Source: an optimization exercise on an open RTL-to-GDS flow (aim: small area, a short achievable clock period and few clock cycles). Production flows keep margins and buffers that such runs may drop.
At most, simulation tests tie the RTL to the original design; equivalence was not proved.
Power and IR drop assume default switching activity.

==> 11-04 <==
==> flow/design.v <==
`timescale 1ns / 1ps
package clc_pkg;
    localparam int SAMPLE_W   = 16;
    localparam int CUR_W      = 16;
    localparam int STATUS_W   = 3;
    localparam int CFG_IDX_W  = 2;
    localparam int TDATA_IN_W = 16;
    localparam int TDATA_OUT_W = 8;
    localparam int MAX_SAMPLES_DEF = 1024;
    localparam int TOP_COUNT_DEF   = 3;
    localparam int QUEUE_DEPTH     = 2;
    localparam logic [CUR_W-1:0] RATED_RESET = 16'd1000;
    localparam logic [CUR_W-1:0] MINW_RESET  = 16'd200;
    localparam int OFF_LIMIT_MA = 100;
    localparam int OVER_NUM     = 5;
    localparam int OVER_DEN     = 4;
    localparam logic MODE_PEAK = 1'b0;
    localparam logic MODE_MEAN = 1'b1;
    typedef enum logic [STATUS_W-1:0] {
        ST_NORMAL  = 3'd0,
        ST_OVER    = 3'd1,
        ST_UNDER   = 3'd2,
        ST_OFF     = 3'd3,
        ST_INVALID = 3'd4
    } status_t;
    typedef enum logic [CFG_IDX_W-1:0] {
        CFG_RATED = 2'd0,
        CFG_MINW  = 2'd1,
        CFG_MODE  = 2'd2
    } cfg_index_t;
    function automatic integer cnt_width(input integer max_samples);
        cnt_width = $clog2(max_samples + 1);
    endfunction
    function automatic integer sum_width(input integer max_samples);
        sum_width = cnt_width(max_samples) + SAMPLE_W - 1;
    endfunction
    function automatic integer entry_width(input integer max_samples, input integer top_count);
        entry_width = sum_width(max_samples) + cnt_width(max_samples) + top_count * SAMPLE_W;
    endfunction
    function automatic logic [SAMPLE_W-1:0] mag16(input logic [SAMPLE_W-1:0] v);
        mag16 = v[SAMPLE_W-1] ? (~v + 1'b1) : v;
    endfunction
endpackage
`timescale 1ns / 1ps
module current_level_classifier #(
    parameter int MAX_SAMPLES = clc_pkg::MAX_SAMPLES_DEF,
    parameter int TOP_COUNT   = clc_pkg::TOP_COUNT_DEF
) (
    input  logic                              aclk,
    input  logic                              aresetn,
    input  logic                              s_tvalid,
    output logic                              s_tready,
    input  logic [clc_pkg::TDATA_IN_W-1:0]    s_tdata,    
    input  logic                              s_tuser,    
    input  logic                              s_tlast,
    output logic                              m_tvalid,
    input  logic                              m_tready,
    output logic [clc_pkg::TDATA_OUT_W-1:0]   m_tdata,    
    input  logic                              cfg_valid,
    output logic                              cfg_ready,
    input  logic [clc_pkg::CFG_IDX_W-1:0]     cfg_index,
    input  logic [clc_pkg::CUR_W-1:0]         cfg_data
);
    localparam bit IREG = 1'b1;
    logic [15:0] rated_reg, minw_reg;
    logic        mode_reg;
    assign cfg_ready = 1'b1;
    always_ff @(posedge aclk) begin
        if (!aresetn) begin
            rated_reg <= 16'd1000;
            minw_reg  <= 16'd200;
            mode_reg  <= 1'b0;
        end else if (cfg_valid) begin
            if (cfg_index == 2'd0) rated_reg <= cfg_data;
            if (cfg_index == 2'd1) minw_reg  <= cfg_data;
            if (cfg_index == 2'd2) mode_reg  <= cfg_data[0];
        end
    end
    wire peak = !mode_reg;
    logic        pend_reg;       
    logic        bv_reg;         
    logic        out_v_reg;
    logic [2:0]  out_st_reg;
    logic [10:0] cnt_reg;
    logic [53:0] acc_reg;
    wire out_acc = !out_v_reg || m_tready;
    wire c_free  = peak ? (!bv_reg || !out_v_reg) : (!pend_reg || !out_v_reg);
    wire pend_go = pend_reg && c_free;
    logic        b_v;            
    logic [15:0] b_d;
    logic        b_u, b_l;
    generate
        if (IREG) begin : g_ireg
            logic        iv_reg, iu_reg, il_reg;
            logic [15:0] id_reg;
            assign s_tready = !iv_reg || c_free;
            always_ff @(posedge aclk) begin
                if (!aresetn) begin
                    iv_reg <= 1'b0;
                end else if (s_tready) begin
                    iv_reg <= s_tvalid;
                end
            end
            always_ff @(posedge aclk) begin
                if (s_tready) begin
                    id_reg <= s_tdata;
                    iu_reg <= s_tuser;
                    il_reg <= s_tlast;
                end
            end
            assign b_v = iv_reg && c_free;
            assign b_d = id_reg;
            assign b_u = iu_reg;
            assign b_l = il_reg;
        end else begin : g_noireg
            assign s_tready = c_free;
            assign b_v = s_tvalid && s_tready;
            assign b_d = s_tdata;
            assign b_u = s_tuser;
            assign b_l = s_tlast;
        end
    endgenerate
    wire [10:0] cb  = pend_reg ? 11'd0 : cnt_reg;    
    wire        add = b_v && b_u && !(cnt_reg[10] && !pend_reg);
    wire signed [15:0] v  = b_d;
    wire        [14:0] vu = b_d[14:0] ^ {15{b_d[15]}};   
    wire               vs = b_d[15];
    wire [15:0] v_sm = {vs, vu};
    wire [15:0] t0 = acc_reg[15:0];
    wire [15:0] t1 = acc_reg[31:16];
    wire [15:0] t2 = acc_reg[47:32];
    wire signed [15:0] t0_raw = {t0[15], t0[14:0] ^ {15{t0[15]}}};
    wire signed [15:0] t1_raw = {t1[15], t1[14:0] ^ {15{t1[15]}}};
    wire signed [15:0] t2_raw = {t2[15], t2[14:0] ^ {15{t2[15]}}};
    logic f1_reg, f2_reg, f3_reg;
    wire cb_ge1 = !pend_reg && f1_reg;
    wire cb_ge2 = !pend_reg && f2_reg;
    wire cb_ge3 = !pend_reg && f3_reg;
    wire ge0 = cb_ge1 && (t0_raw >= v);
    wire ge1 = cb_ge2 && (t1_raw >= v);
    wire ge2 = cb_ge3 && (t2_raw >= v);
    wire hold2 = ge2 || !cb_ge2;
    wire [15:0] t0_ins = ge0 ? t0 : v_sm;
    wire [15:0] t1_ins = ge1 ? t1 : (ge0 ? v_sm : t0);
    wire [15:0] t2_ins = hold2 ? t2 : (ge1 ? v_sm : t1);
    wire [26:0] dr = acc_reg[26:0];
    wire [26:0] dm = acc_reg[53:27];
    wire        first = !cb_ge1;
    logic [5:0] cyr_reg, cym_reg;
    logic [26:0] dr_ins, dm_ins;
    logic [5:0]  cyr_ins, cym_ins;
    clc_csacc u_accr (.d(dr), .cy(cyr_reg), .first(first), .vu(vu), .vs(vs),
                      .cur(rated_reg), .d_new(dr_ins), .cy_new(cyr_ins));
    clc_csacc u_accm (.d(dm), .cy(cym_reg), .first(first), .vu(vu), .vs(vs),
                      .cur(minw_reg), .d_new(dm_ins), .cy_new(cym_ins));
    always_ff @(posedge aclk) begin
        if (add && !peak) begin
            cyr_reg <= cyr_ins;
            cym_reg <= cym_ins;
        end
    end
    wire dr_neg, dm_neg;
    clc_cssign u_sgnr (.d(dr), .cy(cyr_reg), .neg(dr_neg));
    clc_cssign u_sgnm (.d(dm), .cy(cym_reg), .neg(dm_neg));
    wire n_ge2 = f2_reg;
    wire n_ge3 = f3_reg;
    wire [1:0]  k_c = f3_reg ? 2'd3 : {f2_reg, f1_reg && !f2_reg};
    wire        s0 = t0[15];
    wire        s1 = t1[15] & n_ge2;
    wire        s2 = t2[15] & n_ge3;
    wire [17:0] x0 = {3'd0, t0[14:0]};
    wire [17:0] x1 = {3'd0, t1[14:0] & {15{n_ge2}}};
    wire [17:0] x2 = {3'd0, t2[14:0] & {15{n_ge3}}};
    wire [17:0] ts1 = x0 ^ x1 ^ x2;
    wire [17:0] tc1 = {(x0[16:0] & x1[16:0]) | (x0[16:0] & x2[16:0]) | (x1[16:0] & x2[16:0]), s0};
    wire [17:0] ts2 = ts1 ^ tc1 ^ {17'd0, s1};
    wire [17:0] tc2 = {(ts1[16:0] & tc1[16:0]) | (ts1[16:0] & {16'd0, s1}) | (tc1[16:0] & {16'd0, s1}), s2};
    wire [17:0] tsum = ts2 + tc2;
    logic [53:0] acc_next;
    always_comb begin
        acc_next = acc_reg;
        if (peak) begin
            if (add) begin
                acc_next[15:0]  = t0_ins;
                acc_next[31:16] = t1_ins;
                acc_next[47:32] = t2_ins;
            end
            if (pend_go) begin
                acc_next[49:32] = tsum;
                acc_next[51:50] = k_c;
            end
        end else if (add) begin
            acc_next[26:0]  = dr_ins;
            acc_next[53:27] = dm_ins;
        end
    end
    always_ff @(posedge aclk) begin
        acc_reg <= acc_next;
    end
    always_ff @(posedge aclk) begin
        if (!aresetn) begin
            cnt_reg  <= 11'd0;
            f1_reg   <= 1'b0;
            f2_reg   <= 1'b0;
            f3_reg   <= 1'b0;
            pend_reg <= 1'b0;
        end else if (!pend_reg || pend_go) begin
            cnt_reg  <= cb + {10'd0, add};
            f1_reg   <= cb_ge1 || add;
            f2_reg   <= cb_ge2 || (cb_ge1 && add);
            f3_reg   <= cb_ge3 || (cb_ge2 && add);
            pend_reg <= b_v && b_l;
        end
    end
    logic [2:0] st_mean;
    always_comb begin
        if (!f1_reg)            st_mean = 3'd4;
        else if (!dr_neg)       st_mean = 3'd1;
        else if (!dm_neg)       st_mean = 3'd0;
        else                    st_mean = 3'd2;
    end
    wire [17:0] tb_t = acc_reg[49:32];
    wire [1:0]  tb_k = acc_reg[51:50];
    logic [21:0] xa, xb, xc, xd, xs1, xc1, xs2, xc2;
    logic [19:0] ya, yb, yc, ys1, yc1;
    logic        kx, ky, x_neg, y_neg;
    always_comb begin
        xa  = {2'd0, tb_t, 2'b00};
        xb  = {4'd0, tb_t};
        xc  = ~(tb_k[0] ? {4'd0, rated_reg, 2'b00} : 22'd0);
        xd  = ~(tb_k[1] ? {3'd0, rated_reg, 3'b000} : 22'd0);
        xs1 = xa ^ xb ^ xc;
        xc1 = {(xa[20:0] & xb[20:0]) | (xa[20:0] & xc[20:0]) | (xb[20:0] & xc[20:0]), 1'b1};
        xs2 = xs1 ^ xc1 ^ xd;
        xc2 = {(xs1[20:0] & xc1[20:0]) | (xs1[20:0] & xd[20:0]) | (xc1[20:0] & xd[20:0]), 1'b0};
        kx  = 1'b1;
        for (int i = 0; i < 21; i++) kx = (xs2[i] & xc2[i]) | (kx & (xs2[i] | xc2[i]));
        x_neg = xs2[21] ^ xc2[21] ^ kx;
        ya  = {2'd0, tb_t};
        yb  = ~(tb_k[0] ? {4'd0, minw_reg} : 20'd0);
        yc  = ~(tb_k[1] ? {3'd0, minw_reg, 1'b0} : 20'd0);
        ys1 = ya ^ yb ^ yc;
        yc1 = {(ya[18:0] & yb[18:0]) | (ya[18:0] & yc[18:0]) | (yb[18:0] & yc[18:0]), 1'b1};
        ky  = 1'b1;
        for (int i = 0; i < 19; i++) ky = (ys1[i] & yc1[i]) | (ky & (ys1[i] | yc1[i]));
        y_neg = ys1[19] ^ yc1[19] ^ ky;
    end
    wire        is_off  = (tb_k == 2'd1) ? (tb_t <= 18'd100) :
                          (tb_k == 2'd2) ? (tb_t <= 18'd200) : (tb_t <= 18'd300);
    logic [2:0] st_peak;
    always_comb begin
        if (rated_reg == 16'd0 || tb_k == 2'd0)        st_peak = 3'd4;
        else if (!x_neg)                          st_peak = 3'd1;
        else if (is_off)                               st_peak = 3'd3;
        else if (y_neg)                          st_peak = 3'd2;
        else                                           st_peak = 3'd0;
    end
    always_ff @(posedge aclk) begin
        if (!aresetn) begin
            bv_reg <= 1'b0;
        end else if (peak && pend_go) begin
            bv_reg <= 1'b1;
        end else if (out_acc) begin
            bv_reg <= 1'b0;
        end
    end
    always_ff @(posedge aclk) begin
        if (!aresetn) begin
            out_v_reg <= 1'b0;
        end else if (out_acc) begin
            out_v_reg <= peak ? bv_reg : pend_go;
        end
    end
    always_ff @(posedge aclk) begin
        if (out_acc) begin
            out_st_reg <= peak ? st_peak : st_mean;
        end
    end
    assign m_tvalid = out_v_reg;
    assign m_tdata  = {5'd0, out_st_reg};
endmodule
module clc_csacc (
    input  logic [26:0] d,
    input  logic [5:0]  cy,
    input  logic        first,
    input  logic [14:0] vu,        
    input  logic        vs,
    input  logic [15:0] cur,
    output logic [26:0] d_new,
    output logic [5:0]  cy_new
);
    logic [26:0] a, b, s;
    logic [27:0] c;
    logic        k;
    always_comb begin
        a = first ? 27'd0 : d;
        b = {11'h7ff, ~cur};
        c[0] = vs;
        for (int i = 0; i < 27; i++) begin
            logic x;
            x = (i < 15) ? vu[i] : 1'b0;
            s[i]   = a[i] ^ b[i] ^ x;
            c[i+1] = (a[i] & b[i]) | (a[i] & x) | (b[i] & x);
        end
        k = 1'b1;
        for (int i = 0; i < 27; i++) begin
            if (i > 0 && i % 4 == 0) begin
                cy_new[i/4 - 1] = k;
                k = first ? 1'b0 : cy[i/4 - 1];
            end
            d_new[i] = s[i] ^ c[i] ^ k;
            k = (s[i] & c[i]) | (s[i] & k) | (c[i] & k);
        end
    end
endmodule
module clc_cssign (
    input  logic [26:0] d,
    input  logic [5:0]  cy,
    output logic        neg
);
    logic r, inc1, inc2;
    always_comb begin
        r = 1'b0;
        for (int j = 1; j < 6; j++) begin
            r = ((&d[4*j +: 4]) & (cy[j-1] | r))
              | ((d[4*j +: 4] == 4'd14) & cy[j-1] & r);
        end
        inc1 = cy[5] ^ r;     
        inc2 = cy[5] & r;     
        neg = d[26] ^ ((&d[25:24] & (inc1 | inc2)) | (d[25] & !d[24] & inc2));
    end
endmodule
==> flow/run.sh <==
#!/bin/bash
# synth_recipe.tcl (not shown) runs the flow's synth.tcl, then flattens the netlist and writes it again
# the make line also repeats each setting of config.mk as NAME=value (left out here)
make -C /OpenROAD-flow-scripts/flow DESIGN_CONFIG=/design/flow/config.mk WORK_HOME=/design/flow/orfs CLKGATE_MAP_FILE= SYNTH_SCRIPT=/design/flow/synth_recipe.tcl finish
==> flow/config.mk <==
export PLATFORM = sky130hd
export DESIGN_NAME = current_level_classifier
export DESIGN_NICKNAME = current_level_classifier
export VERILOG_FILES = /design/flow/design.v
export SDC_FILE = /design/flow/constraint.sdc
export NUM_CORES = 4
export LEC_CHECK = 0
export CAP_MARGIN = 20
export CORE_MARGIN = 2
export CORE_UTILIZATION = 40
export SETUP_SLACK_MARGIN = 2.5
export SLEW_MARGIN = 20
==> flow/constraint.sdc <==
create_clock -name core_clock -period 6.5 [get_ports {aclk}]
set_input_delay 1.3000 -clock core_clock [delete_from_list [all_inputs] [get_ports {aclk}]]
set_output_delay 1.3000 -clock core_clock [all_outputs]
set_load 0.01 [all_outputs]
==> inputs of 06-24, as changes to 11-04 <==
--- a/flow/design.v
+++ b/flow/design.v
@@ -82,5 +82,6 @@
     logic        out_v_reg;
     logic [2:0]  out_st_reg;
-    logic [10:0] cnt_reg;
+    logic [9:0]  lf_reg;         
+    logic        full_reg;       
     logic [53:0] acc_reg;
     wire out_acc = !out_v_reg || m_tready;
@@ -88,5 +89,5 @@
     wire pend_go = pend_reg && c_free;
     logic        b_v;            
-    logic [15:0] b_d;
+    logic [15:0] b_d;            
     logic        b_u, b_l;
     generate
@@ -104,5 +105,5 @@
             always_ff @(posedge aclk) begin
                 if (s_tready) begin
-                    id_reg <= s_tdata;
+                    id_reg <= {s_tdata[15], s_tdata[14:0] ^ {15{s_tdata[15]}}};
                     iu_reg <= s_tuser;
                     il_reg <= s_tlast;
@@ -116,13 +117,11 @@
             assign s_tready = c_free;
             assign b_v = s_tvalid && s_tready;
-            assign b_d = s_tdata;
+            assign b_d = {s_tdata[15], s_tdata[14:0] ^ {15{s_tdata[15]}}};
             assign b_u = s_tuser;
             assign b_l = s_tlast;
         end
     endgenerate
-    wire [10:0] cb  = pend_reg ? 11'd0 : cnt_reg;    
-    wire        add = b_v && b_u && !(cnt_reg[10] && !pend_reg);
-    wire signed [15:0] v  = b_d;
-    wire        [14:0] vu = b_d[14:0] ^ {15{b_d[15]}};   
+    wire        add = b_v && b_u && !(full_reg && !pend_reg);
+    wire        [14:0] vu = b_d[14:0];
     wire               vs = b_d[15];
     wire [15:0] v_sm = {vs, vu};
@@ -130,14 +129,15 @@
     wire [15:0] t1 = acc_reg[31:16];
     wire [15:0] t2 = acc_reg[47:32];
-    wire signed [15:0] t0_raw = {t0[15], t0[14:0] ^ {15{t0[15]}}};
-    wire signed [15:0] t1_raw = {t1[15], t1[14:0] ^ {15{t1[15]}}};
-    wire signed [15:0] t2_raw = {t2[15], t2[14:0] ^ {15{t2[15]}}};
+    wire t0_ge, t1_ge, t2_ge;
+    clc_smge u_ge0 (.a(t0), .b(v_sm), .ge(t0_ge));
+    clc_smge u_ge1 (.a(t1), .b(v_sm), .ge(t1_ge));
+    clc_smge u_ge2 (.a(t2), .b(v_sm), .ge(t2_ge));
     logic f1_reg, f2_reg, f3_reg;
     wire cb_ge1 = !pend_reg && f1_reg;
     wire cb_ge2 = !pend_reg && f2_reg;
     wire cb_ge3 = !pend_reg && f3_reg;
-    wire ge0 = cb_ge1 && (t0_raw >= v);
-    wire ge1 = cb_ge2 && (t1_raw >= v);
-    wire ge2 = cb_ge3 && (t2_raw >= v);
+    wire ge0 = cb_ge1 && t0_ge;
+    wire ge1 = cb_ge2 && t1_ge;
+    wire ge2 = cb_ge3 && t2_ge;
     wire hold2 = ge2 || !cb_ge2;
     wire [15:0] t0_ins = ge0 ? t0 : v_sm;
@@ -177,28 +177,37 @@
     wire [17:0] tc2 = {(ts1[16:0] & tc1[16:0]) | (ts1[16:0] & {16'd0, s1}) | (tc1[16:0] & {16'd0, s1}), s2};
     wire [17:0] tsum = ts2 + tc2;
+    wire sel_mn = !peak && add;
+    wire sel_pk = peak && add;
+    wire sel_t  = peak && pend_go;
     logic [53:0] acc_next;
     always_comb begin
         acc_next = acc_reg;
-        if (peak) begin
-            if (add) begin
-                acc_next[15:0]  = t0_ins;
-                acc_next[31:16] = t1_ins;
-                acc_next[47:32] = t2_ins;
-            end
-            if (pend_go) begin
-                acc_next[49:32] = tsum;
-                acc_next[51:50] = k_c;
-            end
-        end else if (add) begin
+        if (sel_mn) begin
             acc_next[26:0]  = dr_ins;
             acc_next[53:27] = dm_ins;
         end
+        if (sel_pk) begin
+            acc_next[15:0]  = t0_ins;
+            acc_next[31:16] = t1_ins;
+            acc_next[47:32] = t2_ins;
+        end
+        if (sel_t) begin
+            acc_next[49:32] = tsum;
+            acc_next[51:50] = k_c;
+        end
     end
     always_ff @(posedge aclk) begin
         acc_reg <= acc_next;
     end
+    localparam logic [9:0] LF_SEED = 10'd1;
+    wire [9:0] lf_step = {lf_reg[8:0], lf_reg[9] ^ lf_reg[6]};
+    always_ff @(posedge aclk) begin
+        if (add) begin
+            lf_reg <= cb_ge1 ? lf_step : LF_SEED;
+        end
+    end
     always_ff @(posedge aclk) begin
         if (!aresetn) begin
-            cnt_reg  <= 11'd0;
+            full_reg <= 1'b0;
             f1_reg   <= 1'b0;
             f2_reg   <= 1'b0;
@@ -206,5 +215,5 @@
             pend_reg <= 1'b0;
         end else if (!pend_reg || pend_go) begin
-            cnt_reg  <= cb + {10'd0, add};
+            full_reg <= add ? (cb_ge1 && lf_step == LF_SEED) : (!pend_reg && full_reg);
             f1_reg   <= cb_ge1 || add;
             f2_reg   <= cb_ge2 || (cb_ge1 && add);
@@ -331,2 +340,34 @@
     end
 endmodule
+module clc_smge (
+    input  logic [15:0] a,
+    input  logic [15:0] b,
+    output logic        ge
+);
+    logic [15:0] g0, e0;
+    logic [7:0]  g1, e1;
+    logic [3:0]  g2, e2;
+    logic [1:0]  g3, e3;
+    logic        gt, eq;
+    always_comb begin
+        g0 = {1'b0, a[14:0] & ~b[14:0]};
+        e0 = {1'b1, ~(a[14:0] ^ b[14:0])};
+        for (int i = 0; i < 8; i++) begin
+            g1[i] = g0[2*i+1] | (e0[2*i+1] & g0[2*i]);
+            e1[i] = e0[2*i+1] & e0[2*i];
+        end
+        for (int i = 0; i < 4; i++) begin
+            g2[i] = g1[2*i+1] | (e1[2*i+1] & g1[2*i]);
+            e2[i] = e1[2*i+1] & e1[2*i];
+        end
+        for (int i = 0; i < 2; i++) begin
+            g3[i] = g2[2*i+1] | (e2[2*i+1] & g2[2*i]);
+            e3[i] = e2[2*i+1] & e2[2*i];
+        end
+        gt = g3[1] | (e3[1] & g3[0]);
+        eq = e3[1] & e3[0];
+        if (a[15] != b[15]) ge = !a[15];
+        else if (a[15])     ge = !gt;
+        else                ge = gt | eq;
+    end
+endmodule
==> flow/flow/run.sh (new file) <==
#!/bin/bash
set -o pipefail
export BUFFER_PORTS_ARGS="-buffer_cell sky130_fd_sc_hd__buf_1"
bash standard.sh > standard.log 2>&1
==> flow/standard.sh (new file) <==
#!/bin/bash
# synth_recipe.tcl (not shown) runs the flow's synth.tcl, then flattens the netlist and writes it again
# the make line also repeats each setting of config.mk as NAME=value (left out here)
make -C /OpenROAD-flow-scripts/flow DESIGN_CONFIG=/design/flow/config.mk WORK_HOME=/design/flow/orfs CLKGATE_MAP_FILE= SYNTH_SCRIPT=/design/flow/synth_recipe.tcl "${@:-finish}"
--- a/flow/config.mk
+++ b/flow/config.mk
@@ -8,5 +8,7 @@
 export CAP_MARGIN = 20
 export CORE_MARGIN = 2
-export CORE_UTILIZATION = 40
-export SETUP_SLACK_MARGIN = 2.5
+export CORE_UTILIZATION = 65
+export CTS_BUF_LIST = sky130_fd_sc_hd__clkbuf_8
+export PLACE_DENSITY = 0.75
+export SETUP_SLACK_MARGIN = 2.4
 export SLEW_MARGIN = 20
removed: flow/run.sh
==> inputs of 05-21, as changes to 11-04 <==
--- a/flow/design.v
+++ b/flow/design.v
@@ -82,5 +82,6 @@
     logic        out_v_reg;
     logic [2:0]  out_st_reg;
-    logic [10:0] cnt_reg;
+    logic [9:0]  lf_reg;         
+    logic        full_reg;       
     logic [53:0] acc_reg;
     wire out_acc = !out_v_reg || m_tready;
@@ -121,6 +122,5 @@
         end
     endgenerate
-    wire [10:0] cb  = pend_reg ? 11'd0 : cnt_reg;    
-    wire        add = b_v && b_u && !(cnt_reg[10] && !pend_reg);
+    wire        add = b_v && b_u && !(full_reg && !pend_reg);
     wire signed [15:0] v  = b_d;
     wire        [14:0] vu = b_d[14:0] ^ {15{b_d[15]}};   
@@ -198,7 +198,14 @@
         acc_reg <= acc_next;
     end
+    localparam logic [9:0] LF_SEED = 10'd1;
+    wire [9:0] lf_step = {lf_reg[8:0], lf_reg[9] ^ lf_reg[6]};
+    always_ff @(posedge aclk) begin
+        if (add) begin
+            lf_reg <= cb_ge1 ? lf_step : LF_SEED;
+        end
+    end
     always_ff @(posedge aclk) begin
         if (!aresetn) begin
-            cnt_reg  <= 11'd0;
+            full_reg <= 1'b0;
             f1_reg   <= 1'b0;
             f2_reg   <= 1'b0;
@@ -206,5 +213,5 @@
             pend_reg <= 1'b0;
         end else if (!pend_reg || pend_go) begin
-            cnt_reg  <= cb + {10'd0, add};
+            full_reg <= add ? (cb_ge1 && lf_step == LF_SEED) : (!pend_reg && full_reg);
             f1_reg   <= cb_ge1 || add;
             f2_reg   <= cb_ge2 || (cb_ge1 && add);
==> flow/flow/run.sh (new file) <==
#!/bin/bash
set -o pipefail
export BUFFER_PORTS_ARGS="-buffer_cell sky130_fd_sc_hd__buf_1"
bash standard.sh > standard.log 2>&1
==> flow/standard.sh (new file) <==
#!/bin/bash
# synth_recipe.tcl (not shown) runs the flow's synth.tcl, then flattens the netlist and writes it again
# the make line also repeats each setting of config.mk as NAME=value (left out here)
make -C /OpenROAD-flow-scripts/flow DESIGN_CONFIG=/design/flow/config.mk WORK_HOME=/design/flow/orfs CLKGATE_MAP_FILE= SYNTH_SCRIPT=/design/flow/synth_recipe.tcl "${@:-finish}"
--- a/flow/config.mk
+++ b/flow/config.mk
@@ -9,4 +9,4 @@
 export CORE_MARGIN = 2
 export CORE_UTILIZATION = 40
-export SETUP_SLACK_MARGIN = 2.5
+export SETUP_SLACK_MARGIN = 2.4
 export SLEW_MARGIN = 20
removed: flow/run.sh
==> qor summary <==
item	06-24	11-04	05-21
GR met1 Demand/Resource	0.557	0.330	0.311
First-pass GRT wire length	58800 µm	68600 µm	62200 µm
Leakage power figure	5.67 nW	6.35 nW	6.09 nW
Number of standard cells after synthesis	1309	1460	1359
1st-iter DRT viols	1069	955	840
Synthesized area divided by synthesized cell count	9.80 µm²	9.49 µm²	9.98 µm²
Number of non-clock buffers in the layout	76	112	92
Multi-input gates	1000	1134	1033
Met3 wire length	4400 µm	3190 µm	2440 µm
PD cells	182 nW/µm²	169 nW/µm²	174 nW/µm²
Clock period minus final worst setup slack	3.97 ns	4.00 ns	4.23 ns
Detailed route wirelength on metal2	16500 µm	20100 µm	19000 µm
Req. time, crit path	6.73 ns	6.78 ns	6.70 ns
Core region area	19400 µm²	34300 µm²	33400 µm²
Area overhead of the layout relative to synthesis	7.81%	14.4%	11.5%
Number of nets at the end of the flow	1619	1797	1680
Peak supply drop	169 µV	151 µV	155 µV
Run status	finished clean	finished clean	finished clean
Maximum clock rate	0.252 GHz	0.250 GHz	0.236 GHz
Worst slack, placed	2.11 ns	1.98 ns	1.81 ns
Sequential logic power	1.10 mW	1.02 mW	1.03 mW
Testbench counts of 06-24, summed over its fixed seeds: cycles 36,491.
Only the layout flow was run in 11-04 and 05-21; the RTL was not checked for function there.

-- static timing again, ports no longer ideal --
How much do the figures lean on ideal ports? The routed layouts below were timed once more, with nothing changed but the port constraints. Step 1 sets driving cells, clkbuf_16 on the clock port and buf_2 on the other inputs (assumed; they add their load-dependent delay and slew). Step 2 adds t to the input delays and takes it off the output delays; t is the mean of the earliest and latest rising clock arrival at the registers after step 1. Input paths then give back, and output paths get back, about the clock's delay inside the block. Three values: ideal ports, drivers, drivers and shift; two values: the first two.
run	t (ns)	slack for setup (ns)	worst hold slack (ns)	slew at the worst register clock pin (ns)
11-04	0.493	2.497 / 2.497 / 2.497	0.459 / 0.459 / 0.459	0.08 / 0.08
06-24	0.534	2.525 / 2.525 / 2.525	0.508 / 0.508 / 0.508	0.11 / 0.11
05-21	0.485	2.270 / 2.270 / 2.270	0.506 / 0.506 / 0.506	0.07 / 0.07
After both steps setup and hold are still met in every run listed.
